Background: an optimization exercise with open tools, aiming at small area, a short achievable clock period and few clock cycles. Do not read the settings as production practice. RTL that was checked went through simulation tests only; none was proved equivalent to the original. For run 1, only the layout was checked, not whether the RTL still works. Power figures rest on the tool's default switching activity, not on a simulated workload.

$ cat flow/design.v
module muldiv_unit #(
  parameter int WIDTH      = 32,
  parameter int MUL_CYCLES = 5
) (
  input  logic             clk,
  input  logic             reset,
  input  logic [WIDTH-1:0] A,
  input  logic [WIDTH-1:0] B,
  input  logic [3:0]       MULOp,
  input  logic             start,
  output logic             busy,
  output logic [WIDTH-1:0] HI,
  output logic [WIDTH-1:0] LO
);
  localparam logic [3:0] OP_MULT  = 4'd1;
  localparam logic [3:0] OP_MULTU = 4'd2;
  localparam logic [3:0] OP_DIV   = 4'd3;
  localparam logic [3:0] OP_DIVU  = 4'd4;
  localparam logic [3:0] OP_MTHI  = 4'd5;
  localparam logic [3:0] OP_MTLO  = 4'd6;
  localparam logic [3:0] OP_MADD  = 4'd7;
  localparam logic [3:0] OP_MADDU = 4'd8;
  localparam logic [3:0] OP_MSUB  = 4'd9;
  localparam logic [3:0] OP_MSUBU = 4'd10;
  localparam int CW = 43;       
  localparam int FW = 35;       
  logic        busy_q;
  logic        f_mul, f_fin, f_prep, f_norm, f_div, f_corr, f_negr, f_negq;
  logic        dlast_q;   
  logic [4:0]  cnt_q;
  logic        sg_q;      
  logic        uns_q;     
  logic        acc_q;     
  logic        sub_q;     
  logic        an_q;      
  logic        first_q;   
  logic        bz_q;      
  logic [5:0]  clz_q;     
  logic [4:0]  msb_q;     
  logic [3:0]  bs1_q, bs2_q, bng_q;    
  logic        s_en_q;    
  logic        ssh_q;     
  logic        fhi_q;     
  logic        fm_q;      
  logic        eh_q;      
  logic        el_q;      
  logic        finv_q;    
  logic [1:0]  cy_q;      
  logic [31:0] hi_q;
  logic [31:0] lo_q;      
  logic [31:0] m_q;       
  logic [FW-1:0] s_q;     
  logic [FW-1:0] c_q;     
  logic is_mul, is_div, op_sg, op_acc, op_sub, op_uns;
  always_comb begin
    is_mul = (MULOp == OP_MULT) || (MULOp == OP_MULTU);
    is_mul = is_mul || (MULOp == OP_MADD) || (MULOp == OP_MADDU) ||
             (MULOp == OP_MSUB) || (MULOp == OP_MSUBU);
    op_acc = (MULOp == OP_MADD) || (MULOp == OP_MADDU) ||
             (MULOp == OP_MSUB) || (MULOp == OP_MSUBU);
    op_sub = (MULOp == OP_MSUB) || (MULOp == OP_MSUBU);
    is_div = (MULOp == OP_DIV) || (MULOp == OP_DIVU);
    op_sg  = (MULOp == OP_MULT) || (MULOp == OP_DIV) ||
             (MULOp == OP_MADD) || (MULOp == OP_MSUB);
    op_uns = (MULOp == OP_MULTU) || (MULOp == OP_MADDU) || (MULOp == OP_MSUBU);
  end
  function automatic logic [11:0] booth4(input logic [8:0] w, input logic neg_all);
    logic [3:0] s1, s2, ng;
    for (int j = 0; j < 4; j++) begin
      s1[j] = w[2*j] ^ w[2*j+1];
      s2[j] = (w[2*j+2] & ~w[2*j+1] & ~w[2*j]) | (~w[2*j+2] & w[2*j+1] & w[2*j]);
      ng[j] = (w[2*j+2] & ~(w[2*j+1] & w[2*j])) ^ (neg_all & (s1[j] | s2[j]));
    end
    booth4 = {ng, s2, s1};
  endfunction
  function automatic logic [5:0] clz32(input logic [31:0] v);
    logic [2:0] c4 [8];
    logic [7:0] nz;
    logic [5:0] r;
    for (int g = 0; g < 8; g++) begin
      logic [3:0] n;
      n = v[4*g +: 4];
      nz[g] = |n;
      c4[g] = n[3] ? 3'd0 : n[2] ? 3'd1 : n[1] ? 3'd2 : n[0] ? 3'd3 : 3'd4;
    end
    r = 6'd32;
    for (int g = 0; g < 8; g++) if (nz[g]) r = 6'(4 * (7 - g)) + {3'd0, c4[g]};
    clz32 = r;
  endfunction
  logic        in_an;
  logic [5:0]  in_clz, in_bclz;
  logic [5:0]  in_clz_f;
  logic [4:0]  in_msb_f;
  assign in_an    = op_sg & A[31];
  assign in_clz   = clz32({1'b0, A[30:0] ^ A[31:1]});
  assign in_bclz  = clz32({1'b0, B[30:0] ^ B[31:1]});
  assign in_clz_f = (A[31] & ~op_sg) ? 6'd0 : in_clz;
  assign in_msb_f = (B[31] & ~op_sg) ? 5'd0 : (in_bclz[4:0] | {5{in_bclz[5]}});
  logic          msgn, bn;
  logic [FW-1:0] mext;
  assign msgn = sg_q & m_q[31];
  assign bn   = msgn;
  assign mext = {{(FW-32){msgn}}, m_q};
  logic [CW-1:0] pv [4];
  logic [CW-1:0] t1s, t1c, t2s, t2c, t3s, t3c, t4s, t4c;
  logic [9:0]    lowsum;
  function automatic logic [2*CW-1:0] csa(input logic [CW-1:0] a, b, c);
    logic [CW-1:0] s, k;
    s = a ^ b ^ c;
    k = (a & b) | (a & c) | (b & c);
    csa = {k[CW-2:0], 1'b0, s};
  endfunction
  logic          c7;
  always_comb begin
    for (int j = 0; j < 4; j++) begin
      logic [FW-1:0] v;
      v = (({FW{bs1_q[j]}} & mext) | ({FW{bs2_q[j]}} & {mext[FW-2:0], 1'b0})) ^ {FW{bng_q[j]}};
      v[FW-1] = ~v[FW-1];
      pv[j] = {{(CW-FW){1'b0}}, v} << (2*j);
    end
    pv[3][6] = bs1_q[3] & m_q[0];
    c7       = bng_q[3] & ~(bs1_q[3] & m_q[0]);
    pv[0] = pv[0] | ({{(CW-8){1'b0}}, 8'b1010_1010} << 34);
    pv[1][0] = bng_q[0];
    pv[1][1] = cy_q[1];
    pv[2][2] = bng_q[1];
    pv[3][4] = bng_q[2];
    {t1c, t1s} = csa({{(CW-FW){1'b0}}, s_q}, {{(CW-FW){1'b0}}, c_q}, pv[0]);
    {t2c, t2s} = csa(pv[1], pv[2], pv[3]);
    {t3c, t3s} = csa(t1s, t1c, t2s);
    {t4c, t4s} = csa(t3s, t3c, t2c);
    lowsum = {2'b00, t4s[7:0]} + {2'b00, t4c[7:0]} + {2'b00, c7, 7'd0} + {9'd0, cy_q[0]};
  end
  logic [FW-1:0] fa_s, fa_h, fsum, fu, fv;
  always_comb begin
    fa_s = ({FW{s_en_q}} & s_q) | ({FW{fhi_q}} & {{(FW-32){1'b0}}, hi_q}) |
           ({FW{ssh_q}} & {s_q[FW-2:0], lo_q[31]});
    fa_h = (({FW{fm_q}} & mext) | ({FW{eh_q}} & {{(FW-32){1'b0}}, hi_q}) |
            ({FW{el_q}} & {{(FW-32){1'b0}}, lo_q})) ^ {FW{finv_q}};
    fu   = fa_s ^ c_q ^ fa_h;
    fv   = (fa_s & c_q) | (fa_s & fa_h) | (c_q & fa_h);
    if (!f_fin) begin
      fu = fa_s;
      fv = fa_h >> 1;
    end
    fsum = fu + {fv[FW-2:0], cy_q[0] | cy_q[1] | (~f_fin & fa_h[0])}
         + {{(FW-1){1'b0}}, cy_q[1] | finv_q};
  end
  logic sgn;
  assign sgn = fsum[FW-1];
  logic [6:0]  kk;
  logic [4:0]  k;
  logic [5:0]  kp;
  logic        zq;
  logic [31:0] rot, lowm;
  always_comb begin
    kk  = {1'b0, clz_q} + 7'd31 - {2'b00, msb_q} - {6'd0, an_q};
    zq  = ~bz_q & (kk >= 7'd32);
    k   = bz_q ? 5'd0 : kk[4:0];
    kp  = {1'b0, k} + 6'd1;
    rot = lo_q;
    if (k[0]) rot = {rot[30:0], rot[31]};
    if (k[1]) rot = {rot[29:0], rot[31:30]};
    if (k[2]) rot = {rot[27:0], rot[31:28]};
    if (k[3]) rot = {rot[23:0], rot[31:24]};
    if (k[4]) rot = {rot[15:0], rot[31:16]};
    for (int j = 0; j < 32; j++) lowm[j] = (5'(j) < k);
  end
  logic [FW-1:0] s_next, c_next;
  logic [31:0]   lo_next, mul_x;
  assign mul_x = {lowsum[7:0], lo_q[31:8]};
  always_comb begin
    s_next = fsum;
    if (f_mul)            s_next = t4s[CW-1:8];
    if (f_norm)           s_next = {{(FW-32){1'b0}}, rot & lowm};
    c_next = f_mul ? t4c[CW-1:8] : c_q;
    lo_next = fsum[31:0];
    if (f_mul)            lo_next = mul_x;
    if (f_div)            lo_next = {lo_q[30:0], ~sgn};
    if (f_norm)           lo_next = rot & ~lowm;
  end
  logic qn;
  assign qn = (an_q ^ bn) & ~bz_q;
  logic done, hi_we, lo_we, lo_zero;
  logic n_mul, n_fin, n_norm, n_div, n_corr, n_negr, n_negq;
  always_comb begin
    done = 1'b0; hi_we = 1'b0; lo_we = 1'b0; lo_zero = 1'b0;
    n_mul = 1'b0; n_fin = 1'b0; n_norm = 1'b0; n_div = 1'b0;
    n_corr = 1'b0; n_negr = 1'b0; n_negq = 1'b0;
    if (f_mul) begin
      lo_we = 1'b1;
      hi_we = first_q;           
      if (cnt_q[1:0] != 2'd0) n_mul = 1'b1;
      else                    n_fin = 1'b1;
    end
    if (f_fin) begin hi_we = 1'b1; done = 1'b1; end
    if (f_prep) begin lo_we = 1'b1; n_norm = 1'b1; end
    if (f_norm) begin
      lo_we = 1'b1;
      if (zq) begin lo_zero = 1'b1; done = 1'b1; end
      else n_div = 1'b1;
    end
    if (f_div) lo_we = 1'b1;
    if (f_div & ~dlast_q) n_div = 1'b1;
    if ((f_div & dlast_q) | f_corr) begin
      hi_we = 1'b1;
      if (f_div && sgn) n_corr = 1'b1;    
      else if (an_q)    n_negr = 1'b1;
      else if (qn)      n_negq = 1'b1;
      else              done   = 1'b1;
    end
    if (f_negr) begin
      hi_we = 1'b1;
      if (qn) n_negq = 1'b1;
      else    done = 1'b1;
    end
    if (f_negq) begin lo_we = 1'b1; done = 1'b1; end
  end
  always_ff @(posedge clk) begin
    if (!busy_q) begin
      m_q  <= B;
      s_q  <= {1'b1, 2'b00, op_acc ? lo_q : 32'd0};
      c_q  <= '0;
      cy_q <= 2'd0;
    end else begin
      s_q <= s_next;
      c_q <= c_next;
      if (f_mul) cy_q <= lowsum[9:8];
    end
  end
  always_ff @(posedge clk) begin
    if (reset) begin
      busy_q <= 1'b0;
      hi_q   <= '0;
      lo_q   <= '0;
    end else if (!busy_q) begin
      if (start) begin
        if (MULOp == OP_MTHI || is_div)          hi_q <= A;
        if (MULOp == OP_MTLO || is_div || is_mul) lo_q <= A;
        busy_q <= is_mul | is_div;
      end
    end else begin
      if (hi_we)   hi_q <= fsum[31:0];
      if (lo_we)   lo_q <= lo_zero ? 32'd0 : lo_next;
      if (done)    busy_q <= 1'b0;
    end
  end
  always_ff @(posedge clk) begin
    if (!busy_q) begin
      sg_q   <= op_sg;
      uns_q  <= op_uns;
      acc_q  <= op_acc;
      sub_q  <= op_sub;
      an_q   <= in_an;
      bz_q   <= ~|B;
      clz_q  <= in_clz_f;
      msb_q  <= in_msb_f;
      first_q <= 1'b1;
      f_mul  <= ~is_div;
      f_fin  <= 1'b0;
      f_prep <= is_div & in_an;
      f_norm <= is_div & ~in_an;
      f_div  <= 1'b0;
      f_corr <= 1'b0;
      f_negr <= 1'b0;
      f_negq <= 1'b0;
      dlast_q <= 1'b0;
      cnt_q  <= 5'd3;
      {bng_q, bs2_q, bs1_q} <= is_div ? 12'd0 : booth4({A[7:0], 1'b0}, op_sub);
      s_en_q <= 1'b0;
      ssh_q  <= 1'b0;
      fhi_q  <= op_acc;
      fm_q   <= op_uns & A[31];
      eh_q   <= is_div & in_an;
      el_q   <= 1'b0;
      finv_q <= (is_div & in_an) | (op_sub & op_uns & A[31]);
    end else begin
      f_mul  <= n_mul;
      f_fin  <= n_fin;
      f_prep <= 1'b0;
      f_norm <= n_norm;
      f_div  <= n_div;
      f_corr <= n_corr;
      f_negr <= n_negr;
      f_negq <= n_negq;
      if (f_mul | f_div) cnt_q <= cnt_q - 5'd1;
      if (f_norm)        cnt_q <= 5'(6'd32 - kp);
      dlast_q <= f_norm ? (kp == 6'd32) : (f_div & (cnt_q == 5'd1));
      {bng_q, bs2_q, bs1_q} <= '0;
      if (n_mul) {bng_q, bs2_q, bs1_q} <= booth4(lo_q[15:7], sub_q);
      first_q <= 1'b0;
      s_en_q <= n_fin | n_corr;
      ssh_q  <= n_div;
      fhi_q  <= 1'b0;
      fm_q   <= n_div | n_corr;
      eh_q   <= n_fin | n_negr;
      el_q   <= n_negq;
      finv_q <= n_negr | n_negq | (n_div & (f_div ? ~(bn ^ sgn) : ~bn)) | (n_corr & bn);
    end
  end
  assign busy = busy_q;
  assign HI   = hi_q;
  assign LO   = lo_q;
endmodule
$ cat flow/flow/run.sh
#!/bin/bash
# Layout flow: the standard ORFS flow (standard synthesis, floorplan, placement,
# CTS, routing) at the design's clock period and constraints, with
#  - a larger setup margin for ORFS's repair_timing passes, so that timing repair keeps
#    sizing and buffering the longest paths instead of stopping at the 13.5 ns clock;
#  - every port still buffered, with a plain buffer cell instead of a delay cell.
set -euo pipefail
bash standard.sh SETUP_SLACK_MARGIN=9 \
  "BUFFER_PORTS_ARGS=-buffer_cell sky130_fd_sc_hd__buf_1" finish > flow_make.log 2>&1
$ cat flow/standard.sh
#!/bin/bash
# synth_recipe.tcl (not shown) runs the flow's synth.tcl, then flattens the netlist and writes it again
# the make line also repeats each setting of config.mk as NAME=value (left out here)
make -C /OpenROAD-flow-scripts/flow DESIGN_CONFIG=/design/flow/config.mk WORK_HOME=/design/flow/orfs CLKGATE_MAP_FILE= SYNTH_SCRIPT=/design/flow/synth_recipe.tcl "${@:-finish}"
$ cat flow/config.mk
export PLATFORM = sky130hd
export DESIGN_NAME = muldiv_unit
export DESIGN_NICKNAME = muldiv_unit
export VERILOG_FILES = /design/flow/design.v
export SDC_FILE = /design/flow/constraint.sdc
export NUM_CORES = 4
export LEC_CHECK = 0
export CAP_MARGIN = 20
export CORE_MARGIN = 2
export CORE_UTILIZATION = 40
export SLEW_MARGIN = 20
$ cat flow/constraint.sdc
create_clock -name core_clock -period 13.5 [get_ports {clk}]
set_input_delay 2.7000 -clock core_clock [delete_from_list [all_inputs] [get_ports {clk}]]
set_output_delay 2.7000 -clock core_clock [all_outputs]
set_load 0.01 [all_outputs]
==> results of run 1 <==
## synthesized netlist by cell type (all sizes together) (8+ instances only)
cell	instances	area share
a2111oi	10	0.0038
a211oi	32	0.0097
a21o	33	0.010
a21oi	148	0.030
a221oi	14	0.0052
a222oi	38	0.015
a22o	19	0.0067
a22oi	170	0.051
a311oi	10	0.0038
a31oi	23	0.0058
and3	12	0.0030
buf	46	0.0085
clkbuf	224	0.034
dfxtp	167	0.13
edfxtp	47	0.057
fa	169	0.14
ha	109	0.055
inv	268	0.041
mux2	35	0.016
mux2i	109	0.044
mux4	33	0.030
nand2	324	0.049
nand2b	31	0.0078
nand3	34	0.0068
nand4	15	0.0038
nor2	186	0.028
nor2b	32	0.0081
nor3	52	0.010
nor3b	9	0.0027
nor4	11	0.0028
o211a	8	0.0032
o211ai	22	0.0066
o21a	21	0.0063
o21ai	134	0.027
o21bai	10	0.0030
o221ai	10	0.0035
o22ai	17	0.0043
o311ai	10	0.0035
o31ai	13	0.0041
or2	8	0.0020
or3	18	0.0045
xnor2	116	0.041
xor2	116	0.041
## what timing repair did
action                                  4_1_cts  5_1_grt
pin swaps                                    30       53
gates cloned                                  1        0
gates resized for setup                      81      100
endpoints found under the setup margin       94       82
setup buffers                                29       45
## layout by cell type, fill, tap and decap left out, types with 20 or more instances in the layout
master	netlist	final
edfxtp_1	47	47
o211ai_1	22	22
mux4_2	33	33
dfxtp_1	167	145
xnor2_1	116	113
nand2b_1	31	30
o21a_1	21	20
a211oi_1	32	30
nor2b_1	32	29
mux2_2	35	35
nand3_1	34	31
o21ai_0	123	113
a31oi_1	23	22
nor2_1	186	177
fa_1	169	166
a22oi_1	170	168
a21oi_1	147	136
buf_4	3	116
xor2_1	116	113
nand2_1	324	321
nor3_1	52	46
clkbuf_16	0	34
a21o_1	33	33
ha_1	109	91
buf_1	27	126
a222oi_1	38	38
inv_1	266	262
mux2i_1	109	107
## power by group through the flow
stage	sequential [mW]	clock (mW)	combinational (mW)
after global placement	1.05	0	4.11
after CTS	1.02	0.845	4.35
final	1.03	0.839	4.51
after detailed placement	1.05	0	4.18
after floorplan	0.886	0	2.63
after global routing	1.03	0.870	4.80
## cell families after synthesis
group                    Yosys count
AO/OA/AOI/OAI                    804
multiplexers                     177
buffers and inverters            540
AND/OR/NAND/NOR                  754
flip-flops                       214
XOR/XNOR                         232
adder cells (fa/ha/maj)          278
## registers in the layout (all words and copies together), names as in the netlist, 4 cells and up
register / count
msb_q: 5
bs1_q: 4
hi_q: 32
bng_q: 4
s_q: 35
m_q: 32
c_q: 33
cnt_q: 5
clz_q: 6
bs2_q: 4
lo_q: 32
## critical path: stages, from the launching register on
cell and delay (ns):
dfxtp_1 0.32, buf_12 0.17, a222oi_1 0.44, xor2_1 0.33
fa_1 0.47, nand2_1 0.07, and2_1 0.15, inv_1 0.08
fa_2 0.42, nor2b_4 0.14, o31ai_2 0.08, a21boi_2 0.14
buf_6 0.14, o2111ai_4 0.21, a2111oi_4 0.40, nor3_2 0.11
o31a_1 0.33, a211o_1 0.23, a211o_1 0.26
## area by class of cell
cell class	instances	area share
well taps	837	0.0369
clock buffers	47	0.0345
inverters	270	0.0361
repair buffers	273	0.0593
multi-input cells	2245	0.662
flip-flops and latches	214	0.169
diodes	1	0.0000882
clock inverters	9	0.00234
## through the flow
| step | instances | util |
|---|---|---|
| final | 3896 | 0.460 |
| after global routing | 3895 | 0.460 |
| after CTS | 3850 | 0.448 |
| after detailed placement | 3764 | 0.421 |
| after global placement | 3764 | 0.421 |
| after floorplan | 2999 | - |
## how the worst min path moves through the flow
stage | startpoint | end | cells after the start
floorplan | f_prep | f_norm | 2
global placement | f_prep | f_norm | 2
detailed placement | f_prep | f_norm | 2
CTS | cnt_q[4] | dlast_q | 1
global route | cnt_q[4] | dlast_q | 1
finish | f_prep | f_norm | 2
## routing by layer
metal / track usage / share of wire / routed length (um) / vias up
li1: - / - / - / 10681
met1: 0.430 / 0.39 / 42900 / 12099
met2: 0.524 / 0.44 / 49000 / 1529
met3: 0.0623 / 0.093 / 10300 / 321
met4: 0.216 / 0.075 / 8250 / 0
met5: 0 / 0 / 0 / -
==> results.sh, run 1 <==
export IMPL_synthMuxAreaShare=0.0897
export IMPL_fin_area_sq_mm=0.0284
export IMPL_drtIter0Drc=3252
export IMPL_synth_xor_area_frac=0.0818
export IMPL_htreeDepth=1
export IMPL_fmaxAchievable_mhz=216
export IMPL_fin_hold_ws_ns=0.469
export IMPL_syn_inst=2999
export IMPL_dpl_cell_area_sq_mm=0.0259
export IMPL_wl_per_cell_um=28.3
export IMPL_p_leak_nw=12.0
export IMPL_yosys_warnings=4
export IMPL_dr_pass1_iters=8
export IMPL_start_kind="register"
export IMPL_drt_drc_violations_left=0
export IMPL_p_int_mw=2.99
export IMPL_rows=91
export IMPL_rsz0062_at_grt="true"
export IMPL_fin_crit_sh=0.344
export IMPL_fillers=6114
export IMPL_holdBufCountCts=0
export IMPL_tns_ns=0
export IMPL_min_period_ns=4.64
export IMPL_crit_arrival_ns=5.13
export IMPL_finalPower_mw=6.37
export IMPL_dpl_hpwl_um=80900
export IMPL_clock_latency_ns=0.60
export IMPL_power_density_mw_per_mm2=225
export IMPL_status="timing/DRC/antenna clean"
export IMPL_drv_slew=0
export IMPL_drtAntennaViolNets=0
export IMPL_worst_path_max_fanout=34
export IMPL_ioPinCount=136
export IMPL_cts_buffers_inserted=30
export IMPL_ys_flop_type="dfxtp_1"
export IMPL_initial_core_util=0.403
export IMPL_grt_max_degree=76
export IMPL_ys_ff_latch=214
export IMPL_reg2reg_from="f_negq"
export IMPL_synth_area_sq_mm=0.0248
export IMPL_antenna_found_initial=2
export IMPL_regArea_sq_mm=0.00480
export IMPL_place_ws_ns=7.84
export IMPL_hp_class="register to register"
export IMPL_port_buffers=135
export IMPL_cts_root_buf="clkbuf_16"
export IMPL_slew_headroom=0.233
export IMPL_synth_fp_nets=3348
export IMPL_r2r_slack_ns=8.86
export IMPL_async_flop_share=0
export IMPL_p_sw_mw=3.39
export IMPL_synth_compound_area_share=0.227
export IMPL_hold_viol=0
export IMPL_seq_power_share=0.161
export IMPL_grt_overflow=0
export IMPL_grt_pass1_vias=23573
export IMPL_cts_tree="yes"
export IMPL_fp_dieArea_sq_mm=0.0641
export IMPL_crit_path_end="finv_q"
export IMPL_clk_path_buf_depth=3
export IMPL_end_kind="register"
export IMPL_gp_congestion=0.995
export IMPL_grt_usage=0.337
export IMPL_crit_start="f_negq"
export IMPL_die_h_um=253
export IMPL_drt_total_wl_um=110000
export IMPL_synthSimpleGateAreaFrac=0.136
export IMPL_switching_share=0.531
export IMPL_max_cap_viol_count=0
export IMPL_reg2reg_to="finv_q"
export IMPL_required_ns=13.99
export IMPL_grt_pass1_wl_um=160000
export IMPL_finalWorstSetupSlack_ns=8.86
export IMPL_setup_viol=0
export IMPL_die_width_um=253
export IMPL_syn2layout_area_growth_pct=14.1
export IMPL_power_frac_comb=0.707
export IMPL_synth_top_family_by_area="compound AO/OA/AOI/OAI gates"
export IMPL_num_vias=24630
export IMPL_viasPerCell=6.32
export IMPL_drive_gt1_frac=0.139
export IMPL_path_class="register to register"
export IMPL_synth_edf_count=47
export IMPL_worst_pin_slew_ns=1.14
export IMPL_synthAdderAreaFrac=0.191
export IMPL_final_nets=3383
export IMPL_cts_sinks=214
export IMPL_synth_area_per_cell_sq_um=8.29
export IMPL_peakVddDrop_mv=0.156
export IMPL_clkPwrFrac=0.132
export IMPL_multi_input_area_sq_mm=0.0188
export IMPL_core_sq_mm=0.0616
export IMPL_ys_types=88
export IMPL_synth_seq_area_share=0.191
export IMPL_worstRegToRegCells=18
export IMPL_skew_ns=0.0179
export IMPL_clk_pin_slew_ns=0.06
==> run 2: changes to the inputs <==
--- a/flow/design.v
+++ b/flow/design.v
@@ -106,2 +106,3 @@
   logic [9:0]    lowsum;
+  logic [7:0]    ecor;
   function automatic logic [2*CW-1:0] csa(input logic [CW-1:0] a, b, c);
@@ -112,3 +113,2 @@
   endfunction
-  logic          c7;
   always_comb begin
@@ -120,9 +120,3 @@
     end
-    pv[3][6] = bs1_q[3] & m_q[0];
-    c7       = bng_q[3] & ~(bs1_q[3] & m_q[0]);
     pv[0] = pv[0] | ({{(CW-8){1'b0}}, 8'b1010_1010} << 34);
-    pv[1][0] = bng_q[0];
-    pv[1][1] = cy_q[1];
-    pv[2][2] = bng_q[1];
-    pv[3][4] = bng_q[2];
     {t1c, t1s} = csa({{(CW-FW){1'b0}}, s_q}, {{(CW-FW){1'b0}}, c_q}, pv[0]);
@@ -131,3 +125,4 @@
     {t4c, t4s} = csa(t3s, t3c, t2c);
-    lowsum = {2'b00, t4s[7:0]} + {2'b00, t4c[7:0]} + {2'b00, c7, 7'd0} + {9'd0, cy_q[0]};
+    ecor   = {1'b0, bng_q[3], 1'b0, bng_q[2], 1'b0, bng_q[1], cy_q[1], bng_q[0]};
+    lowsum = {2'b00, t4s[7:0]} + {2'b00, t4c[7:0]} + {2'b00, ecor} + {9'd0, cy_q[0]};
   end
@@ -141,8 +136,3 @@
     fv   = (fa_s & c_q) | (fa_s & fa_h) | (c_q & fa_h);
-    if (!f_fin) begin
-      fu = fa_s;
-      fv = fa_h >> 1;
-    end
-    fsum = fu + {fv[FW-2:0], cy_q[0] | cy_q[1] | (~f_fin & fa_h[0])}
-         + {{(FW-1){1'b0}}, cy_q[1] | finv_q};
+    fsum = fu + {fv[FW-2:0], cy_q[0] | cy_q[1]} + {{(FW-1){1'b0}}, cy_q[1] | finv_q};
   end
@@ -166,3 +156,3 @@
     if (k[4]) rot = {rot[15:0], rot[31:16]};
-    for (int j = 0; j < 32; j++) lowm[j] = (5'(j) < k);
+    for (int j = 0; j < 32; j++) lowm[j] = (5'(j) < k) | zq;    
   end
@@ -175,3 +165,3 @@
     if (f_norm)           s_next = {{(FW-32){1'b0}}, rot & lowm};
-    c_next = f_mul ? t4c[CW-1:8] : c_q;
+    c_next = {FW{f_mul}} & t4c[CW-1:8];    
     lo_next = fsum[31:0];
@@ -183,6 +173,6 @@
   assign qn = (an_q ^ bn) & ~bz_q;
-  logic done, hi_we, lo_we, lo_zero;
+  logic done, hi_we, lo_we;
   logic n_mul, n_fin, n_norm, n_div, n_corr, n_negr, n_negq;
   always_comb begin
-    done = 1'b0; hi_we = 1'b0; lo_we = 1'b0; lo_zero = 1'b0;
+    done = 1'b0; hi_we = 1'b0; lo_we = 1'b0;
     n_mul = 1'b0; n_fin = 1'b0; n_norm = 1'b0; n_div = 1'b0;
@@ -199,4 +189,4 @@
       lo_we = 1'b1;
-      if (zq) begin lo_zero = 1'b1; done = 1'b1; end
-      else n_div = 1'b1;
+      if (zq) done = 1'b1;
+      else    n_div = 1'b1;
     end
@@ -243,3 +233,3 @@
       if (hi_we)   hi_q <= fsum[31:0];
-      if (lo_we)   lo_q <= lo_zero ? 32'd0 : lo_next;
+      if (lo_we)   lo_q <= lo_next;
       if (done)    busy_q <= 1'b0;
--- a/flow/flow/run.sh
+++ b/flow/flow/run.sh
@@ -7,3 +7,3 @@
 set -euo pipefail
-bash standard.sh SETUP_SLACK_MARGIN=9 \
+bash standard.sh SETUP_SLACK_MARGIN=9 MATCH_CELL_FOOTPRINT=0 \
   "BUFFER_PORTS_ARGS=-buffer_cell sky130_fd_sc_hd__buf_1" finish > flow_make.log 2>&1
--- a/flow/config.mk
+++ b/flow/config.mk
@@ -10,2 +10,4 @@
 export CORE_UTILIZATION = 40
+export CTS_BUF_LIST = sky130_fd_sc_hd__clkbuf_4 sky130_fd_sc_hd__clkbuf_8
+export CTS_CLUSTER_SIZE = 24
 export SLEW_MARGIN = 20
==> run 2 against run 1 <==
Sequential share of layout area up 1.1 points. Total power grew 6.8%. Non-clock buffer count shrank 29. Worst setup slack better by 0.15 ns. Critical endpoint unchanged. Register-to-register slack better by 0.15 ns. Die area down 5.0%. Highest routed layer is now met5. Largest power group unchanged. Largest cell class unchanged. Clock power increased by 0.7%. Combinational power grew about 10%.
==> results.sh, run 2 <==
export IMPL_synth_seq_area_share=0.202
export IMPL_die_width_um=247
export IMPL_ys_flop_type="dfxtp_1"
export IMPL_drt_drc_violations_left=0
export IMPL_wl_per_cell_um=31.4
export IMPL_syn2layout_area_growth_pct=12.6
export IMPL_initial_core_util=0.402
export IMPL_die_h_um=247
export IMPL_grt_pass1_vias=22993
export IMPL_yosysMostFrequentCell="inv_1"
export IMPL_max_cap_viol_count=0
export IMPL_final_nets=3138
export IMPL_fmaxAchievable_mhz=223
export IMPL_cts_root_buf="clkbuf_8"
export IMPL_clock_latency_ns=0.65
export IMPL_final_common_cell="inv_1"
export IMPL_yosys_warnings=4
export IMPL_peakVddDrop_mv=0.228
export IMPL_regArea_sq_mm=0.00478
export IMPL_fp_dieArea_sq_mm=0.0609
export IMPL_largest_register_ffs=35
export IMPL_syn_inst=2734
export IMPL_htreeDepth=2
export IMPL_grt_overflow=0
export IMPL_end_kind="register"
export IMPL_start_kind="register"
export IMPL_crit_arrival_ns=5.01
export IMPL_drtAntennaViolNets=0
export IMPL_synth_edf_count=47
export IMPL_grt_usage=0.368
export IMPL_antenna_found_initial=9
export IMPL_yosys_area_top_type="fa_1"
export IMPL_required_ns=14.02
export IMPL_crit_start="m_q[21]"
export IMPL_path_class="register to register"
export IMPL_core_sq_mm=0.0587
export IMPL_synth_top_cell_area_share=0.144
export IMPL_skew_ns=0.0335
export IMPL_fillers=5771
export IMPL_top_regs="s_q: 35 flops, c_q: 33 flops"
export IMPL_reg2reg_from="m_q[21]"
export IMPL_layout_common_cells="inv_1 (221), nand2_1 (196), fa_1 (166)"
export IMPL_cts_tree="yes"
export IMPL_drtIter0Drc=3532
export IMPL_multi_input_area_sq_mm=0.0174
export IMPL_synth_area_per_cell_sq_um=8.63
export IMPL_rsz0062_at_grt="true"
export IMPL_grt_max_degree=56
export IMPL_gp_congestion=1.02
export IMPL_hp_class="register to register"
export IMPL_tns_ns=0
export IMPL_drv_slew=0
export IMPL_largest_register="s_q"
export IMPL_setup_viol=0
export IMPL_p_leak_nw=11.3
export IMPL_worst_path_max_fanout=9
export IMPL_cts_sinks=214
export IMPL_grt_pass1_wl_um=163000
export IMPL_post_route_util=0.453
export IMPL_ioPinCount=136
export IMPL_num_vias=23776
export IMPL_hold_viol=0
export IMPL_drive_gt1_frac=0.119
export IMPL_ys_ff_latch=214
export IMPL_clk_pin_slew_ns=0.06
export IMPL_async_flop_share=0
export IMPL_worst_pin_slew_ns=1.12
export IMPL_ys_types=89
export IMPL_power_density_mw_per_mm2=256
export IMPL_dr_pass1_iters=12
export IMPL_dpl_hpwl_um=84000
export IMPL_min_period_ns=4.49
export IMPL_synthTopCellsByCount="inv_1 (223), nand2_1 (196), clkbuf_1 (186), fa_1 (170), dfxtp_1 (167)"
export IMPL_drt_total_wl_um=113000
export IMPL_viasPerCell=6.60
export IMPL_cts_buffers_inserted=47
export IMPL_hp_start="cy_q[1]"
export IMPL_rows=89
export IMPL_status="timing/DRC/antenna clean"
export IMPL_fin_crit_sh=0.333
export IMPL_slew_headroom=0.248
export IMPL_clk_path_buf_depth=3
export IMPL_synth_fp_nets=3084
export IMPL_synth_top_cells_by_area="fa_1 (14%), dfxtp_1 (14%), edfxtp_1 (6.0%)"
export IMPL_holdBufCountCts=0
export IMPL_synth_area_sq_mm=0.0236
export IMPL_port_buffers=135
## run 2: cell families after synthesis
kind of cell,share of synthesized area
mux,0.0750
buf+inv,0.0766
fa+ha+maj,0.202
xor+xnor,0.0887
compound gates,0.232
flops,0.202
simple gates,0.124
## run 2: cell type report
class | instances | area share
clock buffer | 71 | 0.0344
sequential | 214 | 0.180
tap | 773 | 0.0364
timing repair buffer | 244 | 0.0552
multi-input combinational | 2055 | 0.656
inverter | 226 | 0.0322
clock inverter | 15 | 0.00556
antenna | 4 | 0.000377
## run 2: report_power, final
group / internal (mW) / total, mW / switching (mW)
Combinational: 1.84 / 4.98 / 3.14
Clock: 0.489 / 0.845 / 0.357
Sequential: 0.768 / 0.983 / 0.215
Total: 3.10 / 6.81 / 3.71
## run 2: timing repair
item                                    in CTS  in global routing
buffers inserted                            19                 19
pin swaps                                    5                 24
resized for setup                           49                 56
gates cloned                                 2                  1
endpoints found under the setup margin      48                 55
## run 2: path summary, 6_finish.rpt
| path | cells past startpoint | endpoint | slack (ns) |
|---|---|---|---|
| setup / recovery | 12 | finv_q | 9.01 |
| setup reg to reg | 12 | finv_q | 9.01 |
| hold reg to reg | 2 | cy_q[1] | 0.51 |
| hold / removal | 2 | cy_q[1] | 0.51 |
## run 2: critical path, cell delays in order (launching register included)
cell and delay [ns]:
edfxtp_1 0.57, a222oi_1 0.42, xnor2_1 0.20, fa_1 0.46, ha_1 0.45, and4_1 0.30
and4_1 0.28, nand3_1 0.24, o211ai_4 0.31, a31oi_4 0.17, o21ai_4 0.25, mux2i_4 0.39
mux2_4 0.33
## run 2: through the flow
step	instance area (sq um)	hold WS [ns]	total power [mW]	instances	worst slack, ns
6_report	26600	0.507	6.81	3602	9.01
5_1_grt	26600	0.515	7.10	3598	8.94
4_1_cts	26100	0.501	6.38	3578	8.98
3_5_place_dp	24700	0.493	5.40	3471	8.07
3_3_place_gp	24700	0.484	5.40	3471	7.56
2_1_floorplan	23600	0.453	3.54	2734	9.00
## run 2: layer usage
metal,wire length [um],global-route usage,up-vias
li1,-,-,9968
met1,44600,0.494,11827
met2,48600,0.553,1658
met3,13300,0.0863,321
met4,6760,0.183,2
met5,13,0,-
Testbench counts of run 2, summed over its fixed seeds: cycles 13,972.
==> run 3: changes to the inputs <==
--- a/flow/config.mk
+++ b/flow/config.mk
@@ -10,4 +10,2 @@
 export CORE_UTILIZATION = 40
-export CTS_BUF_LIST = sky130_fd_sc_hd__clkbuf_4 sky130_fd_sc_hd__clkbuf_8
-export CTS_CLUSTER_SIZE = 24
 export SLEW_MARGIN = 20
==> run 3 against run 2 <==
Sequential power is essentially flat. Clock power grew 1%. Combinational power shrank 1%. Die area is the same. Hold slack lost 0.0038 ns. Synthesized cell count is the same. Largest power group unchanged. First-iteration DRC count shrank 9.5%. Critical path depth is the same. Total power shrank 0.77%. Fmax shrank 0.28%. Still clean. Synthesized area is the same. Critical endpoint unchanged. Clock-buffer cell count shrank 29.
==> results.sh, run 3 <==
export IMPL_yosys_area_top_type="fa_1"
export IMPL_die_h_um=247
export IMPL_fillers=5743
export IMPL_wl_per_cell_um=31.6
export IMPL_r2r_slack_ns=9.00
export IMPL_gp_congestion=1.02
export IMPL_cts_sinks=214
export IMPL_end_kind="register"
export IMPL_drtAntennaViolNets=0
export IMPL_synth_area_sq_mm=0.0236
export IMPL_required_ns=13.99
export IMPL_clkPwrFrac=0.127
export IMPL_synth_fp_nets=3084
export IMPL_clk_path_buf_depth=3
export IMPL_antenna_found_initial=11
export IMPL_skew_ns=0.0187
export IMPL_grt_pass1_wl_um=163000
export IMPL_die_width_um=247
export IMPL_top_regs="s_q: 35 flops, c_q: 33 flops"
export IMPL_fin_crit_sh=0.334
export IMPL_initial_core_util=0.402
export IMPL_path_class="register to register"
export IMPL_status="timing/DRC/antenna clean"
export IMPL_yosys_warnings=4
export IMPL_syn2layout_area_growth_pct=12.7
export IMPL_p_sw_mw=3.68
export IMPL_grt_overflow=0
export IMPL_grt_pass1_vias=22847
export IMPL_worstRegToRegCells=12
export IMPL_tns_ns=0
export IMPL_max_cap_viol_count=0
export IMPL_reg2reg_to="finv_q"
export IMPL_ys_types=89
export IMPL_clock_latency_ns=0.60
export IMPL_min_period_ns=4.50
export IMPL_synth_top_cell_area_share=0.144
export IMPL_setup_viol=0
export IMPL_fp_dieArea_sq_mm=0.0609
export IMPL_largest_register="s_q"
export IMPL_p_int_mw=3.08
export IMPL_min_to="cy_q[1]"
export IMPL_drtIter0Drc=3198
export IMPL_port_buffers=135
export IMPL_drt_drc_violations_left=0
export IMPL_min_path_cells=2
export IMPL_largest_register_ffs=35
export IMPL_ys_ff_latch=214
export IMPL_cts_root_buf="clkbuf_16"
export IMPL_dr_pass1_iters=9
export IMPL_layout_common_cells="inv_1 (221), nand2_1 (196), fa_1 (166)"
export IMPL_drive_gt1_frac=0.112
export IMPL_viasPerCell=6.62
export IMPL_seq_power_share=0.146
export IMPL_final_common_cell="inv_1"
export IMPL_peakVddDrop_mv=0.238
export IMPL_ys_flop_type="dfxtp_1"
export IMPL_ioPinCount=136
export IMPL_cts_buffers_inserted=30
export IMPL_htreeDepth=1
export IMPL_hp_class="register to register"
export IMPL_hp_start="cy_q[1]"
export IMPL_crit_arrival_ns=4.99
export IMPL_drt_total_wl_um=113000
export IMPL_p_leak_nw=11.3
export IMPL_clk_pin_slew_ns=0.06
export IMPL_syn_inst=2734
export IMPL_switching_share=0.544
export IMPL_rows=89
export IMPL_fmaxAchievable_mhz=222
export IMPL_final_nets=3132
export IMPL_rsz0062_at_grt="true"
export IMPL_reg2reg_from="m_q[21]"
export IMPL_fin_cells=3578
export IMPL_power_density_mw_per_mm2=254
export IMPL_slew_headroom=0.256
export IMPL_multi_input_area_sq_mm=0.0174
export IMPL_hold_viol=0
export IMPL_cts_tree="yes"
export IMPL_worst_pin_slew_ns=1.11
export IMPL_yosysMostFrequentCell="inv_1"
export IMPL_synth_top_cells_by_area="fa_1 (14%), dfxtp_1 (14%), edfxtp_1 (6.0%)"
export IMPL_synth_seq_area_share=0.202
export IMPL_drv_slew=0
export IMPL_synth_edf_count=47
export IMPL_power_frac_comb=0.727
export IMPL_core_sq_mm=0.0587
export IMPL_dp_cells=3471
export IMPL_num_vias=23686
export IMPL_grt_usage=0.367
export IMPL_grt_max_degree=56
export IMPL_synthTopCellsByCount="inv_1 (223), nand2_1 (196), clkbuf_1 (186), fa_1 (170), dfxtp_1 (167)"
export IMPL_holdBufCountCts=0
export IMPL_synth_area_per_cell_sq_um=8.63
export IMPL_start_kind="register"
export IMPL_regArea_sq_mm=0.00478
export IMPL_worst_path_max_fanout=8
export IMPL_dpl_hpwl_um=84000
export IMPL_async_flop_share=0
-- run 3: how the worst max path moves through the flow --
stage | from | end | slack [ns]
2_1_floorplan | MULOp[2] | lo_q[0] | 9.00
3_3_place_gp | B[16] | msb_q[1] | 7.56
3_5_place_dp | B[16] | msb_q[1] | 8.07
4_1_cts | eh_q | finv_q | 8.98
5_1_grt | m_q[2] | lo_q[31] | 8.93
6_report | m_q[21] | finv_q | 9.00
-- run 3: power groups by stage --
stage	sequential [mW]	combinational [mW]	clock, mW
final	0.983	4.91	0.857
after global routing	0.986	5.17	0.887
after CTS	0.969	4.56	0.862
after detailed placement	0.981	4.42	0
after global placement	0.982	4.41	0
after floorplan	0.875	2.66	0
-- run 3: per-stage QoR --
step                      cell area (sq um)  setup slack (ns)  total power, mW  hold slack, ns   util
after floorplan                       23600              9.00             3.54           0.453      -
after global placement                24700              7.56             5.40           0.484  0.421
after detailed placement              24700              8.07             5.40           0.493  0.421
after CTS                             26200              8.98             6.40           0.501  0.446
after global routing                  26600              8.93             7.04           0.515  0.453
final                                 26600              9.00             6.75           0.503  0.453
-- run 3: repair_timing --
action / 4_1_cts / 5_1_grt
pin swaps: 5 / 28
buffers inserted: 25 / 24
cloned: 2 / 1
gates resized for setup: 48 / 56
endpoints found under the setup margin: 46 / 55
-- run 3: layout make-up --
| type | count | area share |
|---|---|---|
| Antenna cell | 1 | 0.0000941 |
| Clock buffer | 42 | 0.0346 |
| Clock inverter | 12 | 0.00452 |
| Inverter | 226 | 0.0321 |
| Multi-Input combinational cell | 2055 | 0.654 |
| Sequential cell | 214 | 0.180 |
| Tap cell | 773 | 0.0364 |
| Timing Repair Buffer | 255 | 0.0584 |
-- run 3: cells by family after synthesis --
| kind of cell | synth area share |
|---|---|
| adders and majority gates | 0.202 |
| DFF | 0.202 |
| AOI/OAI and AO/OA | 0.232 |
| muxes | 0.0750 |
| xor gates and xnor gates | 0.0887 |
| and+or+nand+nor | 0.124 |
| buffers and inverters | 0.0766 |
-- run 3: per-layer routing --
| metal | vias up | routed length [um] | global-route usage |
|---|---|---|---|
| li1 | 9952 | - | - |
| met1 | 11825 | 44400 | 0.494 |
| met2 | 1603 | 48500 | 0.554 |
| met3 | 302 | 13400 | 0.0813 |
| met4 | 4 | 6910 | 0.180 |
| met5 | - | 27 | 0 |
-- run 3: worst max-delay path, stage by stage, from the launching register on --
cell and delay [ns]:
edfxtp_1 0.57, a222oi_1 0.42, xnor2_1 0.20, fa_1 0.46, ha_1 0.46, and4_1 0.31
and4_1 0.28, nand3_1 0.25, o211ai_4 0.31, a31oi_4 0.17, o21ai_4 0.25, mux2i_4 0.39
mux2_4 0.33
==> run 4: changes to the inputs <==
--- a/flow/config.mk
+++ b/flow/config.mk
@@ -7,2 +7,3 @@
 export LEC_CHECK = 0
+export ABC_AREA = 1
 export CAP_MARGIN = 20
==> run 4 against run 3 <==
Via count increased by 4.4%. Synthesized cell count increased by 26%. Hold slack got worse by 0.035 ns. Sequential power decreased by 0.6%. Clock skew increased by 0.015 ns. Non-clock buffer count decreased by 58. Total power decreased by 8.4%. Critical path depth increased by 8. Sequential cell count unchanged. Combinational power decreased by 9.6%. Critical path type unchanged.
==> results.sh, run 4 <==
export IMPL_synth_area_per_cell_sq_um=6.96
export IMPL_synth_seq_area_share=0.198
export IMPL_drt_total_wl_um=106000
export IMPL_drt_drc_violations_left=0
export IMPL_tns_ns=0
export IMPL_drv_slew=0
export IMPL_die_h_um=249
export IMPL_p_leak_nw=12.1
export IMPL_synth_edf_count=47
export IMPL_cts_buffers_inserted=27
export IMPL_clock_latency_ns=0.60
export IMPL_worst_pin_slew_ns=1.01
export IMPL_cp_slowest_cell="fa_1"
export IMPL_ys_flop_type="dfxtp_1"
export IMPL_grt_pass1_wl_um=154000
export IMPL_clk_path_buf_depth=3
export IMPL_grt_pass1_vias=23024
export IMPL_synth_top_cells_by_area="fa_1 (14%), dfxtp_1 (14%), nand2_1 (12%)"
export IMPL_holdBufCountCts=0
export IMPL_yosysMostFrequentCell="nand2_1"
export IMPL_fillers=6172
export IMPL_post_route_util=0.446
export IMPL_clk_pin_slew_ns=0.06
export IMPL_fmaxAchievable_mhz=223
export IMPL_path_class="register to register"
export IMPL_reg2reg_to="lo_q[31]"
export IMPL_hp_class="register to register"
export IMPL_reg2reg_from="m_q[4]"
export IMPL_rsz0062_at_grt="true"
export IMPL_gp_congestion=1.02
export IMPL_min_period_ns=4.48
export IMPL_gr_usage_met1=0.444
export IMPL_grt_max_degree=66
export IMPL_path_cells="clkinvlp_4, buf_4, buf_4, o22ai_1, xor2_1, fa_1, fa_1, fa_1, ha_1, ha_1, nand2_1, nand2_1, a21oi_1, or2_2, nand3_1, nand2_2, inv_1, nand2_1, a21oi_2, nor2_1"
export IMPL_yosys_warnings=4
export IMPL_largest_register="s_q"
export IMPL_ioPinCount=136
export IMPL_end_kind="register"
export IMPL_worst_path_max_fanout=5
export IMPL_ys_types=60
export IMPL_final_common_cell="nand2_1"
export IMPL_viasPerCell=5.73
export IMPL_required_ns=13.98
export IMPL_layout_common_cells="nand2_1 (789), inv_1 (418), nor2_1 (252)"
export IMPL_status="timing/DRC/antenna clean"
export IMPL_largest_register_ffs=35
export IMPL_grtUsageMet3=0.0565
export IMPL_cts_sinks=214
export IMPL_hold_viol=0
export IMPL_min_path_cells=2
export IMPL_die_width_um=249
export IMPL_crit_buf_inv=4
export IMPL_hp_start="f_prep"
export IMPL_synth_top_cell_area_share=0.142
export IMPL_synth_area_sq_mm=0.0240
export IMPL_grt_busiest_layer="met2"
export IMPL_port_buffers=135
export IMPL_grt_met2_usage=0.513
export IMPL_finalPower_mw=6.19
export IMPL_drtIter0Drc=2894
export IMPL_cts_tree="yes"
export IMPL_cts_root_buf="clkbuf_16"
export IMPL_core_sq_mm=0.0592
export IMPL_fin_crit_sh=0.331
export IMPL_ys_ff_latch=214
export IMPL_dpl_hpwl_um=83200
export IMPL_dr_pass1_iters=8
export IMPL_skew_ns=0.0332
export IMPL_syn_inst=3456
export IMPL_async_flop_share=0
export IMPL_num_vias=24728
export IMPL_setup_viol=0
export IMPL_rows=89
export IMPL_syn2layout_area_growth_pct=9.82
export IMPL_synth_fp_nets=3806
export IMPL_grt_overflow=0
export IMPL_slew_headroom=0.320
export IMPL_r2r_slack_ns=9.02
export IMPL_power_density_mw_per_mm2=234
export IMPL_drtAntennaViolNets=0
export IMPL_fin_area_sq_mm=0.0264
export IMPL_crit_arrival_ns=4.95
export IMPL_drive_gt1_frac=0.0559
export IMPL_start_kind="register"
export IMPL_min_to="f_norm"
export IMPL_peakVddDrop_mv=0.149
export IMPL_antenna_found_initial=5
export IMPL_grt_usage=0.331
export IMPL_max_stage_delay_ns=0.51
export IMPL_fin_hold_ws_ns=0.468
export IMPL_synthTopCellsByCount="nand2_1 (791), inv_1 (425), nor2_1 (256), a21oi_1 (202), xor2_1 (202)"
export IMPL_htreeDepth=1
export IMPL_initial_core_util=0.406
export IMPL_dpl_cell_area_sq_mm=0.0250
export IMPL_wl_per_cell_um=24.5
export IMPL_yosys_area_top_type="fa_1"
export IMPL_path_delay_family="adder cells"
export IMPL_final_nets=3870
export IMPL_top_regs="s_q: 35 flops, c_q: 33 flops"
export IMPL_worstRegToRegCells=20
export IMPL_max_cap_viol_count=0
export IMPL_fp_dieArea_sq_mm=0.0621
## run 4: power breakdown
part | switching [mW] | internal [mW] | leakage [nW] | total (mW)
Clock | 0.321 | 0.452 | 0.445 | 0.773
Combinational | 3.03 | 1.41 | 9.79 | 4.44
Sequential | 0.206 | 0.771 | 1.87 | 0.977
## run 4: repair_timing
action / in CTS / in global routing
gates resized for setup: 24 / 42
buffers inserted: 13 / 19
endpoints found under the setup margin: 61 / 87
cloned: 6 / 1
pin swaps: 0 / 3
## run 4: layout make-up
type	count	area [sq um]	area share
Clock inverter	12	149	0.00564
Timing Repair Buffer	197	1030	0.0389
Sequential cell	214	4780	0.181
Antenna cell	1	2.50	0.0000948
Tap cell	773	967	0.0366
Multi-Input combinational cell	2603	16800	0.638
Timing Repair inverter	7	37.5	0.00142
Clock buffer	36	761	0.0288
Inverter	470	1830	0.0692
## run 4: worst max path at each step
stage | to | depth (start not counted) | slack, ns | from
floorplan | lo_q[31] | 22 | 9.21 | bng_q[0]
global placement | hi_q[8] | 11 | 8.24 | MULOp[1]
detailed placement | hi_q[8] | 12 | 8.08 | MULOp[1]
CTS | lo_q[31] | 22 | 8.82 | m_q[4]
global route | lo_q[31] | 22 | 8.84 | m_q[4]
finish | lo_q[31] | 20 | 9.02 | m_q[4]
## run 4: worst register-to-register path, delay by kind of cell (launching register included)
family,cells,cell delay [ns]
AOI/OAI and AO/OA,3,0.33
xor gates and xnor gates,1,0.21
adders and majority gates,5,2.09
buffers and inverters,4,0.58
DFF,1,0.37
and+or+nand+nor,7,0.80
## run 4: cells by family (layout without fill, tap and decap cells)
kind of cell | after synthesis | count (layout) | synth area share
flip-flops | 214 | 214 | 0.198
other | 0 | 1 | 0
AO/OA/AOI/OAI | 761 | 761 | 0.186
AND/OR/NAND/NOR | 1325 | 1325 | 0.227
XOR/XNOR | 234 | 234 | 0.0853
multiplexers | 4 | 4 | 0.00167
buffers and inverters | 639 | 722 | 0.105
adder cells (fa/ha/maj) | 279 | 279 | 0.198
## run 4: per-layer routing
layer,vias up,share of wire
li1,11496,-
met1,11761,0.41
met2,1245,0.44
met3,222,0.093
met4,4,0.058
met5,-,0.00027
## run 4: stage by stage
step                      instances  setup slack, ns
after floorplan                3456             9.21
after global placement         4225             8.24
after detailed placement       4225             8.08
after CTS                      4292             8.82
after global routing           4312             8.84
final                          4313             9.02
==> run 5: changes to the inputs <==
--- a/flow/design.v
+++ b/flow/design.v
@@ -106,3 +106,2 @@
   logic [9:0]    lowsum;
-  logic [7:0]    ecor;
   function automatic logic [2*CW-1:0] csa(input logic [CW-1:0] a, b, c);
@@ -113,2 +112,3 @@
   endfunction
+  logic          c7;
   always_comb begin
@@ -120,3 +120,9 @@
     end
+    pv[3][6] = bs1_q[3] & m_q[0];
+    c7       = bng_q[3] & ~(bs1_q[3] & m_q[0]);
     pv[0] = pv[0] | ({{(CW-8){1'b0}}, 8'b1010_1010} << 34);
+    pv[1][0] = bng_q[0];
+    pv[1][1] = cy_q[1];
+    pv[2][2] = bng_q[1];
+    pv[3][4] = bng_q[2];
     {t1c, t1s} = csa({{(CW-FW){1'b0}}, s_q}, {{(CW-FW){1'b0}}, c_q}, pv[0]);
@@ -125,4 +131,3 @@
     {t4c, t4s} = csa(t3s, t3c, t2c);
-    ecor   = {1'b0, bng_q[3], 1'b0, bng_q[2], 1'b0, bng_q[1], cy_q[1], bng_q[0]};
-    lowsum = {2'b00, t4s[7:0]} + {2'b00, t4c[7:0]} + {2'b00, ecor} + {9'd0, cy_q[0]};
+    lowsum = {2'b00, t4s[7:0]} + {2'b00, t4c[7:0]} + {2'b00, c7, 7'd0} + {9'd0, cy_q[0]};
   end
--- a/flow/config.mk
+++ b/flow/config.mk
@@ -7,3 +7,2 @@
 export LEC_CHECK = 0
-export ABC_AREA = 1
 export CAP_MARGIN = 20
==> run 5 against run 4 <==
Still clean on timing, DRC and antenna. Global-route usage increased by 3.1 points. Non-clock buffer count increased by 52. Total power increased by 8.0%. First-iteration DRC count increased by 32%. Die area decreased by 2.0%. Core utilization increased by 1.5 points. Final cell count decreased by 17%.
==> results.sh, run 5 <==
export IMPL_path_cells="a22oi_2, xor2_1, fa_1, inv_1, fa_1, fa_1, ha_4, ha_4, a21oi_2, nor2_1, nor2_2, xnor2_1, nand2_1, nand3_1, a21oi_1, a221oi_1"
export IMPL_cts_buffers_inserted=29
export IMPL_fmaxAchievable_mhz=224
export IMPL_port_buffers=135
export IMPL_skew_ns=0.0305
export IMPL_synth_xor_area_frac=0.0881
export IMPL_rows=88
export IMPL_antennaDiodeCount=0
export IMPL_htreeDepth=1
export IMPL_grt_busiest_layer="met2"
export IMPL_min_period_ns=4.46
export IMPL_path_class="register to register"
export IMPL_gr_usage_met1=0.481
export IMPL_clk_path_buf_depth=3
export IMPL_crit_arrival_ns=4.94
export IMPL_initial_core_util=0.407
export IMPL_synth_seq_area_share=0.202
export IMPL_cts_sinks=214
export IMPL_p_sw_mw=3.59
export IMPL_switching_share=0.537
export IMPL_post_route_util=0.461
export IMPL_worst_pin_slew_ns=1.27
export IMPL_seq_power_share=0.149
export IMPL_setup_viol=0
export IMPL_synthSimpleGateAreaFrac=0.129
export IMPL_holdBufCountCts=0
export IMPL_clk_pin_slew_ns=0.06
export IMPL_synth_area_per_cell_sq_um=8.58
export IMPL_path_delay_family="adder cells"
export IMPL_drive_gt1_frac=0.116
export IMPL_hp_class="register to register"
export IMPL_yosys_area_top_type="fa_1"
export IMPL_synth_area_sq_mm=0.0236
export IMPL_ys_types=87
export IMPL_synthTopCellsByCount="inv_1 (226), clkbuf_1 (208), nand2_1 (191), nor2_1 (170), fa_1 (169)"
export IMPL_max_cap_viol_count=0
export IMPL_p_int_mw=3.09
export IMPL_async_flop_share=0
export IMPL_tns_ns=0
export IMPL_crit_buf_inv=1
export IMPL_viasPerCell=6.64
export IMPL_max_stage_delay_ns=0.60
export IMPL_final_nets=3137
export IMPL_min_path_cells=2
export IMPL_r2r_slack_ns=9.04
export IMPL_dr_pass1_iters=10
export IMPL_ys_flop_type="dfxtp_1"
export IMPL_top_regs="s_q: 35 flops, c_q: 33 flops"
export IMPL_cp_slowest_cell="fa_1"
export IMPL_wl_per_cell_um=31.6
export IMPL_synthAdderAreaFrac=0.202
export IMPL_drv_slew=0
export IMPL_drt_total_wl_um=113000
export IMPL_fp_dieArea_sq_mm=0.0608
export IMPL_grt_usage=0.362
export IMPL_yosys_warnings=4
export IMPL_drtIter0Drc=3817
export IMPL_power_frac_comb=0.717
export IMPL_syn2layout_area_growth_pct=13.4
export IMPL_gp_congestion=1.02
export IMPL_start_kind="register"
export IMPL_reg2reg_from="m_q[2]"
export IMPL_slew_headroom=0.148
export IMPL_synth_edf_count=47
export IMPL_ys_ff_latch=214
export IMPL_hp_start="f_negr"
export IMPL_num_vias=23755
export IMPL_status="timing/DRC/antenna clean"
export IMPL_die_h_um=247
export IMPL_hold_viol=0
export IMPL_cts_tree="yes"
export IMPL_synth_compound_area_share=0.236
export IMPL_dpl_hpwl_um=84400
export IMPL_clkPwrFrac=0.134
export IMPL_fin_area_sq_mm=0.0267
export IMPL_end_kind="register"
export IMPL_crit_top_cell="fa_1"
export IMPL_p_leak_nw=11.0
export IMPL_required_ns=13.98
export IMPL_grt_pass1_wl_um=160000
export IMPL_yosysMostFrequentCell="inv_1"
export IMPL_synth_fp_nets=3095
export IMPL_ioPinCount=136
export IMPL_largest_register_ffs=35
export IMPL_min_to="f_negq"
export IMPL_power_density_mw_per_mm2=250
export IMPL_rsz0062_at_grt="true"
export IMPL_cts_root_buf="clkbuf_16"
export IMPL_grt_met2_usage=0.544
export IMPL_final_common_cell="inv_1"
export IMPL_clock_latency_ns=0.62
export IMPL_peakVddDrop_mv=0.165
export IMPL_grtUsageMet3=0.0825
export IMPL_syn_inst=2746
export IMPL_fin_crit_sh=0.330
export IMPL_largest_register="s_q"
export IMPL_synth_top_cell_area_share=0.144
export IMPL_reg2reg_to="lo_q[29]"
export IMPL_grt_pass1_vias=22524
export IMPL_grt_max_degree=65
export IMPL_worst_path_max_fanout=5
export IMPL_grt_overflow=0
export IMPL_drtAntennaViolNets=0
export IMPL_synth_top_family_by_area="compound AO/OA/AOI/OAI gates"
export IMPL_drt_drc_violations_left=0
export IMPL_synth_top_cells_by_area="fa_1 (14%), dfxtp_1 (14%), edfxtp_1 (6.0%)"
export IMPL_layout_common_cells="inv_1 (225), nand2_1 (189), nor2_1 (164), fa_1 (164), a21oi_1 (157)"
export IMPL_antenna_found_initial=3
export IMPL_die_width_um=247
export IMPL_synthMuxAreaShare=0.0673
export IMPL_dpl_cell_area_sq_mm=0.0247
export IMPL_worstRegToRegCells=16
export IMPL_core_sq_mm=0.0579
[run 5: cell count changes after synthesis, moves of 48 or more]
cell	delta
nand2_1	-600
nand3_1	-151
xnor2_1	+84
a222oi_1	+69
o21ai_1	-60
nor2_1	-86
mux2i_1	+62
o211ai_1	-62
a22oi_1	+126
o22ai_1	-118
and3_1	+48
xor2_1	-81
clkbuf_1	+110
inv_1	-199
[run 5: power by group through the flow]
stage	clock network (mW)	logic, mW	registers (mW)
final	0.898	4.79	0.993
after global routing	0.919	5.04	0.992
after CTS	0.898	4.48	0.989
after detailed placement	0	4.37	1.00
after global placement	0	4.35	1.00
after floorplan	0	2.67	0.879
[run 5: worst min-delay path: stages (launching register included)]
cell and delay [ns]:
dfxtp_1 0.32, nand3_1 0.11, nand2_1 0.06
[run 5: how the worst max path moves through the flow]
stage	end	depth (start not counted)	from
floorplan	lo_q[0]	16	f_div
global placement	msb_q[1]	10	B[0]
detailed placement	msb_q[1]	9	B[3]
CTS	lo_q[30]	16	bs1_q[0]
global route	hi_q[24]	15	fm_q
finish	lo_q[29]	16	m_q[2]
[run 5: stage by stage]
step / worst slack [ns] / instances / power, mW / hold slack (ns)
5_1_grt: 8.97 / 3576 / 6.95 / 0.537
2_1_floorplan: 9.01 / 2746 / 3.55 / 0.447
3_5_place_dp: 7.98 / 3477 / 5.37 / 0.502
4_1_cts: 8.96 / 3537 / 6.37 / 0.521
3_3_place_gp: 8.09 / 3477 / 5.35 / 0.507
6_report: 9.04 / 3576 / 6.68 / 0.525
[run 5: what timing repair did]
action / in CTS / in global routing
setup endpoints to repair: 56 / 64
gates cloned: 1 / 2
pin swaps: 5 / 26
hold endpoints to repair: 0 / 0
resized for setup: 36 / 82
setup buffers: 5 / 37
[run 5: area by class of cell]
cell class | instances | area, sq um
clock inverter | 17 | 275
clock buffer | 37 | 817
fill | 5744 | 31200
sequential | 214 | 4790
multi-input combinational | 2065 | 17400
timing repair buffer | 249 | 1550
inverter | 229 | 861
tap | 765 | 957
[run 5: metal layers]
metal	vias to the layer above	routed length [um]
met1	11674	44300
met4	0	7700
met5	-	0
met3	365	12800
li1	9992	-
met2	1724	48300
[run 5: kinds of logic (layout without fill, tap and decap cells)]
family	Yosys count	count (layout)
compound gates	796	796
xor+xnor	237	237
fa+ha+maj	278	278
buf+inv	467	532
flops	214	214
mux	112	112
simple gates	642	642
Testbench counts of run 5, summed over its fixed seeds: cycles 13,972.
==> run 6: changes to the inputs <==
--- a/flow/config.mk
+++ b/flow/config.mk
@@ -7,2 +7,3 @@
 export LEC_CHECK = 0
+export ABC_AREA = 1
 export CAP_MARGIN = 20
==> run 6 against run 5 <==
Sequential share of layout area grew 0.23 points. Sequential cell count unchanged. Critical path type unchanged. Combinational power is 4.8% lower. Worst setup slack gained 0.076 ns. Core utilization fell by 1.3 points. Clock power fell by 12%. Clock skew shrank 0.0091 ns. Largest power group unchanged. Still clean on timing, DRC and antenna. Die area grew 0.73%. Critical path depth increased by 4. Synthesized area increased by 0.74%. First-iteration DRC count down 24%.
==> results.sh, run 6 <==
export IMPL_worst_path_max_fanout=16
export IMPL_grt_max_degree=70
export IMPL_p_sw_mw=3.58
export IMPL_slew_headroom=0.333
export IMPL_fin_hold_ws_ns=0.484
export IMPL_initial_core_util=0.403
export IMPL_drt_total_wl_um=107000
export IMPL_async_flop_share=0
export IMPL_synth_area_per_cell_sq_um=6.89
export IMPL_dr_pass1_iters=6
export IMPL_syn_inst=3441
export IMPL_dpl_cell_area_sq_mm=0.0248
export IMPL_drtAntennaViolNets=0
export IMPL_die_width_um=248
export IMPL_p_leak_nw=12.3
export IMPL_largest_register_ffs=35
export IMPL_synth_edf_count=47
export IMPL_drv_slew=0
export IMPL_ys_ff_latch=214
export IMPL_switching_share=0.563
export IMPL_clk_path_buf_depth=3
export IMPL_dpl_hpwl_um=83300
export IMPL_clock_latency_ns=0.59
export IMPL_fp_dieArea_sq_mm=0.0613
export IMPL_grt_overflow=0
export IMPL_required_ns=13.97
export IMPL_seq_power_share=0.158
export IMPL_place_ws_ns=8.20
export IMPL_port_buffers=135
export IMPL_crit_buf_inv=7
export IMPL_skew_ns=0.0214
export IMPL_top_regs="s_q: 35 flops, c_q: 33 flops"
export IMPL_grt_usage=0.340
export IMPL_cts_tree="yes"
export IMPL_hold_viol=0
export IMPL_peakVddDrop_mv=0.128
export IMPL_yosys_area_top_type="fa_1"
export IMPL_finalPower_mw=6.36
export IMPL_antenna_found_initial=0
export IMPL_max_cap_viol_count=0
export IMPL_clk_pin_slew_ns=0.06
export IMPL_grt_pass1_wl_um=153000
export IMPL_htreeDepth=1
export IMPL_gp_congestion=1.09
export IMPL_ys_types=49
export IMPL_hp_class="register to register"
export IMPL_holdBufCountCts=0
export IMPL_yosysMostFrequentCell="nand2_1"
export IMPL_synth_fp_nets=3790
export IMPL_synth_area_sq_mm=0.0237
export IMPL_cp_slowest_cell="fa_1"
export IMPL_post_route_util=0.448
export IMPL_clkPwrFrac=0.125
export IMPL_status="timing/DRC/antenna clean"
export IMPL_cts_sinks=214
export IMPL_final_common_cell="nand2_1"
export IMPL_p_int_mw=2.78
export IMPL_viasPerCell=5.84
export IMPL_power_density_mw_per_mm2=241
export IMPL_rsz0062_at_grt="true"
export IMPL_worst_pin_slew_ns=1.00
export IMPL_synth_top_cells_by_area="fa_1 (14%), dfxtp_1 (14%), nand2_1 (12%)"
export IMPL_die_h_um=248
export IMPL_drt_drc_violations_left=0
export IMPL_cts_buffers_inserted=27
export IMPL_syn2layout_area_growth_pct=11.0
export IMPL_cts_root_buf="clkbuf_16"
export IMPL_yosys_warnings=4
export IMPL_path_cells="inv_4, buf_12, o22ai_2, xor2_1, fa_1, inv_1, fa_1, inv_1, fa_1, inv_1, fa_1, ha_4, inv_1, or2_2, nand3_1, nand2_2, inv_1, nand2_1, a21oi_1, nor2_1"
export IMPL_rows=89
export IMPL_fmaxAchievable_mhz=228
export IMPL_largest_register="s_q"
export IMPL_synth_top_cell_area_share=0.143
export IMPL_path_delay_family="adder cells"
export IMPL_crit_top_cell="inv_1"
export IMPL_fin_cells=4302
export IMPL_ioPinCount=136
export IMPL_power_frac_comb=0.717
export IMPL_synthTopCellsByCount="nand2_1 (786), inv_1 (443), nand3_1 (285), a21oi_1 (241), nor2_1 (223)"
export IMPL_wl_per_cell_um=24.8
export IMPL_min_period_ns=4.38
export IMPL_tns_ns=0
export IMPL_grt_pass1_vias=23390
export IMPL_crit_arrival_ns=4.86
export IMPL_start_kind="register"
export IMPL_finalWorstSetupSlack_ns=9.12
export IMPL_end_kind="register"
export IMPL_core_sq_mm=0.0588
export IMPL_max_stage_delay_ns=0.54
export IMPL_drtIter0Drc=2885
export IMPL_final_nets=3857
export IMPL_fin_crit_sh=0.325
export IMPL_fin_area_sq_mm=0.0263
export IMPL_layout_common_cells="nand2_1 (785), inv_1 (429), nand3_1 (284)"
export IMPL_setup_viol=0
export IMPL_num_vias=25127
export IMPL_ys_flop_type="dfxtp_1"
export IMPL_path_class="register to register"
export IMPL_dp_cells=4219
export IMPL_drive_gt1_frac=0.0533
export IMPL_synth_seq_area_share=0.200
-- run 6: changes by cell type after synthesis, sizes merged, moves of 73 or more --
| cell | change |
|---|---|
| nand2 | +599 |
| a21oi | +78 |
| o22ai | +116 |
| xnor2 | -85 |
| inv | +222 |
| nand3 | +248 |
| xor2 | +73 |
| o21ai | +86 |
| a22oi | -130 |
| clkbuf | -90 |
-- run 6: worst min-delay path: cells and delay by family (launching register included) --
kind	cells	cell delay, ns
DFF	1	0.33
and+or+nand+nor	1	0.05
AOI/OAI and AO/OA	1	0.06
-- run 6: final timing paths --
| path | startpoint | endpoint | slack [ns] | depth (start not counted) |
|---|---|---|---|---|
| hold reg to reg | f_prep | f_norm | 0.48 | 2 |
| setup reg to reg | bs1_q[1] | lo_q[31] | 9.12 | 20 |
| setup / recovery | bs1_q[1] | lo_q[31] | 9.12 | 20 |
| hold / removal | f_prep | f_norm | 0.48 | 2 |
-- run 6: layer usage --
layer,track usage,routed length [um],up-vias
li1,-,-,11470
met1,0.449,42000,11841
met2,0.520,45700,1515
met3,0.0646,11300,301
met4,0.195,7640,0
met5,0,0,-
-- run 6: power groups by stage --
stage / sequential (mW) / clock (mW) / combinational, mW
after floorplan: 0.884 / 0 / 2.80
after global placement: 1.01 / 0 / 4.29
after detailed placement: 1.01 / 0 / 4.32
after CTS: 0.998 / 0.794 / 4.37
after global routing: 1.00 / 0.816 / 4.94
final: 1.00 / 0.792 / 4.56
-- run 6: area by class of cell --
| cell class | count | area [sq um] |
|---|---|---|
| clock buffer | 34 | 774 |
| clock inverter | 15 | 168 |
| timing repair buffer | 201 | 1180 |
| sequential | 214 | 4780 |
| tap | 773 | 967 |
| timing repair inverter | 4 | 22.5 |
| inverter | 456 | 1750 |
| antenna | 1 | 2.50 |
| fill | 6254 | 32500 |
| multi-input combinational | 2604 | 16700 |
-- run 6: repair_timing --
item / in CTS / in global routing
buffers inserted: 5 / 22
resized for setup: 27 / 63
pin swaps: 0 / 12
gates cloned: 3 / 3
setup endpoints to repair: 25 / 81
-- run 6: logic make-up after synthesis --
| group | after synthesis | share of synthesized area |
|---|---|---|
| AO/OA/AOI/OAI | 711 | 0.169 |
| XOR/XNOR | 225 | 0.0831 |
| adder cells (fa/ha/maj) | 278 | 0.200 |
| buffers and inverters | 623 | 0.102 |
| flip-flops | 214 | 0.200 |
| multiplexers | 1 | 0.000422 |
| AND/OR/NAND/NOR | 1389 | 0.245 |

-- static timing again, ports no longer ideal --
The results above use ideal ports. As a check the final layouts listed here were re-extracted and re-timed, cells and wires unchanged.
Step 1, drivers: a clkbuf_16 drives clk and a buf_2 each remaining input, both assumed.
Step 2 adds t to the input delays and takes it off the output delays; t is the mean of the earliest and latest rising clock arrival at the registers after step 1. Input paths then give back, and output paths get back, about the clock's delay inside the block.
Slacks: no drivers / after step 1 / after step 2; pairs: no drivers / after step 1.
| run | shift t [ns] | slack for setup (ns) | hold WS [ns] | latest minus earliest clock arrival (ns) | cell pins on the clock port's net |
|---|---|---|---|---|---|
| run 1 | 0.659 | 8.860 / 8.860 / 8.453 | 0.469 / 0.469 / 0.469 | 0.017 / 0.017 | 1 |
| run 2 | 0.688 | 9.008 / 9.008 / 8.382 | 0.507 / 0.507 / 0.507 | 0.034 / 0.034 | 1 |
| run 3 | 0.659 | 8.995 / 8.995 / 8.394 | 0.503 / 0.503 / 0.503 | 0.019 / 0.019 | 1 |
| run 4 | 0.646 | 9.025 / 9.025 / 8.446 | 0.468 / 0.468 / 0.468 | 0.033 / 0.034 | 1 |
| run 5 | 0.661 | 9.042 / 9.042 / 8.528 | 0.525 / 0.525 / 0.525 | 0.030 / 0.031 | 1 |
| run 6 | 0.635 | 9.118 / 9.118 / 8.527 | 0.484 / 0.484 / 0.484 | 0.021 / 0.022 | 1 |
After both steps every run listed still meets setup and hold. The setup slack of run 2, which loses most, moves by 0.000 ns with the drivers and by -0.626 ns with both steps.
